Context: an optimization exercise on an open-source flow, tuned for small area, a short achievable clock period and few clock cycles per item. The choices shown serve that exercise and are no tape-out recipe. In this exercise RTL edits were held to simulation tests only and were not proved equivalent to the original.

## job 1417
## waveform_oscillator_soft_ramp_core
module waveform_oscillator_soft_ramp_core (
  input  wire logic                 clk,
  input  wire logic                 rst,
  input  wire logic                 in_valid,
  output logic                      in_ready,
  input  wire logic signed [23:0]   in_left,
  input  wire logic signed [23:0]   in_right,
  input  wire logic                 in_block_start,
  input  wire logic                 in_soft_start,
  input  wire logic                 in_soft_stop,
  output logic                      out_valid,
  input  wire logic                 out_ready,
  output logic signed [23:0]        out_left,
  output logic signed [23:0]        out_right,
  output logic signed [15:0]        out_wave,
  input  wire logic                 cfg_valid,
  output logic                      cfg_ready,
  input  wire logic [1:0]           cfg_index,
  input  wire logic [wosr_pkg::FIELD_BITS-1:0] cfg_data
);
For scale: ~5,200 cells after synthesis, about 150 I/O pins, ~0.046 mm^2 of cells after synthesis.
==> flow/config.mk <==
export PLATFORM = sky130hd
export DESIGN_NAME = waveform_oscillator_soft_ramp_core
export DESIGN_NICKNAME = waveform_oscillator_soft_ramp_core
export VERILOG_FILES = /design/flow/design.v
export SDC_FILE = /design/flow/constraint.sdc
export NUM_CORES = 4
export LEC_CHECK = 0
export ABC_AREA = 1
export CAP_MARGIN = 20
export CORE_MARGIN = 2
export CORE_UTILIZATION = 40
export SLEW_MARGIN = 20
export SYNTH_HIERARCHICAL = 1
==> flow/constraint.sdc <==
create_clock -name core_clock -period 12.0 [get_ports {clk}]
set_input_delay 2.4000 -clock core_clock [delete_from_list [all_inputs] [get_ports {clk}]]
set_output_delay 2.4000 -clock core_clock [all_outputs]
set_load 0.01 [all_outputs]
standard.sh (not shown) runs the stock make flow with config.mk's settings and CLKGATE_MAP_FILE= SYNTH_SCRIPT=/design/flow/synth_recipe.tcl, a recipe that flattens the netlist after the stock synthesis.
==> flow/flow/run.sh <==
#!/bin/bash
# Standard layout with a larger setup margin for the repair steps (the clock
# period and constraints stay the design's), resizing not tied to the cell
# footprint, and plain buffers on the ports.
set -euo pipefail
export SETUP_SLACK_MARGIN=7.5
export BUFFER_PORTS_ARGS="-buffer_cell sky130_fd_sc_hd__buf_2"
bash standard.sh MATCH_CELL_FOOTPRINT=0 finish > standard.log 2>&1
Job 1417 reached the final stage; the timing, DRC and antenna checks on its layout passed.
Testbench counts of job 1417, summed over its fixed seeds: cycles 8,384, items 8,192.
Modified inputs, job 1528 compared to job 1417
# job 1417
export LEC_CHECK = 0
export ABC_AREA = 1
export CAP_MARGIN = 20
export CORE_MARGIN = 2
export CORE_UTILIZATION = 40
export SLEW_MARGIN = 20
export SYNTH_HIERARCHICAL = 1
create_clock -name core_clock -period 12.0 [get_ports {clk}]
# job 1528
export LEC_CHECK = 0
export CAP_MARGIN = 20
export CORE_MARGIN = 2
export CORE_UTILIZATION = 40
export SLEW_MARGIN = 20
export SYNTH_HIERARCHICAL = 1
create_clock -name core_clock -period 12.0 [get_ports {clk}]
==> flow/run.sh (new file) <==
#!/bin/bash
# synth_recipe.tcl (not shown) runs the flow's synth.tcl, then flattens the netlist and writes it again
# the make line also repeats each setting of config.mk as NAME=value (left out here)
make -C /OpenROAD-flow-scripts/flow DESIGN_CONFIG=/design/flow/config.mk WORK_HOME=/design/flow/orfs CLKGATE_MAP_FILE= SYNTH_SCRIPT=/design/flow/synth_recipe.tcl finish
removed: flow/flow/run.sh
removed: flow/standard.sh
### Flow results
Every stage of the flow completed for job 1528, and the final layout passed the timing, DRC and antenna checks. Clock buffer count, job 1417 and job 1528: smaller value in job 1528. Changes observed in job 1528 relative to job 1417: routed metal-1 wire length went down by 5.2%; count of buffers added by post-CTS timing repair for setup went down by 24; total clock sinks was more or less identical. pa_qidx[3] as the launch point of the worst path was reported by job 1528, and kd[1] by job 1417. For job 1417, the capturing instance or port of the critical path was e0_q[2], unlike job 1528, where it was s1_wx[8]. Measured against job 1528, the cell area of job 1417 comes out at 1.06 times the reference value. Delta(floorplan core area, job 1528 - job 1417) < 0.
#### Input delta (job 2569 over job 1528)
# job 1528
export LEC_CHECK = 0
export CAP_MARGIN = 20
export CORE_MARGIN = 2
export CORE_UTILIZATION = 40
export SLEW_MARGIN = 20
export SYNTH_HIERARCHICAL = 1
create_clock -name core_clock -period 12.0 [get_ports {clk}]
# job 2569
export LEC_CHECK = 0
export ABC_AREA = 1
export CAP_MARGIN = 20
export CORE_MARGIN = 2
export CORE_UTILIZATION = 40
export SLEW_MARGIN = 20
export SYNTH_HIERARCHICAL = 1
create_clock -name core_clock -period 12.0 [get_ports {clk}]
==> flow/flow/run.sh (new file) <==
#!/bin/bash
# Standard layout with a larger setup margin for the repair steps (the clock
# period and constraints stay the design's), resizing not tied to the cell
# footprint, and plain buffers on the ports.
set -euo pipefail
export SETUP_SLACK_MARGIN=8.0
export BUFFER_PORTS_ARGS="-buffer_cell sky130_fd_sc_hd__buf_2"
bash standard.sh MATCH_CELL_FOOTPRINT=0 finish > standard.log 2>&1
==> flow/standard.sh (new file) <==
#!/bin/bash
# synth_recipe.tcl (not shown) runs the flow's synth.tcl, then flattens the netlist and writes it again
# the make line also repeats each setting of config.mk as NAME=value (left out here)
make -C /OpenROAD-flow-scripts/flow DESIGN_CONFIG=/design/flow/config.mk WORK_HOME=/design/flow/orfs CLKGATE_MAP_FILE= SYNTH_SCRIPT=/design/flow/synth_recipe.tcl "${@:-finish}"
removed: flow/run.sh
[summary]
- [job 2569 vs job 1528] filler cell count in the final layout: higher in job 2569
- Hold slack: job 2569 higher than job 1528
- On job 2569: core utilization is 2.2 points higher than what job 1528 gave.
- Cmp job 1528 and job 2569 / routed length on met1 / higher: job 2569
- Area of the core grows by a few percent when moving from job 1528 to job 2569.
- Of job 1528 and job 2569, job 1528 shows the lower setup slack, with job 2569 above it.
- Job 2569 vs. job 1528: register-to-register slack went up by 1.83 ns.
- Of job 1528 and job 2569, the higher non-clock buffer area fraction after layout belongs to job 2569.
- Job 2569 ends up with a non-clock buffer count that is about 100% higher than in job 1528.
- Job 2569 finished all stages; the layout is clean.
- Job 2569 has final cell count without fillers above what job 1528 had.

[port drivers added, routing unchanged]
Ports are ideal in the flow. The routed layouts listed here were re-timed in OpenROAD. Step 1, drivers: a clkbuf_16 drives clk and a buf_2 each remaining input, both assumed. Step 2 also shifts input and output timing later by t, the mid clock arrival at the registers, as if the neighbouring blocks saw the same clock. Slacks: ideal / step 1 / step 2; pairs: ideal / step 1.
run	shift t [ns]	setup slack, ns	worst setup path at the end	clock arrival spread, ns
job 1417	0.712	7.468 / 7.468 / 6.957	input to register	0.074 / 0.074
job 1528	0.698	5.675 / 5.675 / 5.675	register to register	0.077 / 0.077
job 2569	0.726	7.507 / 7.507 / 7.433	input to register	0.048 / 0.048
After both steps every run listed still meets setup and hold. The setup slack of job 1417, which loses most, moves by 0.000 ns with the drivers and by -0.511 ns with both steps.
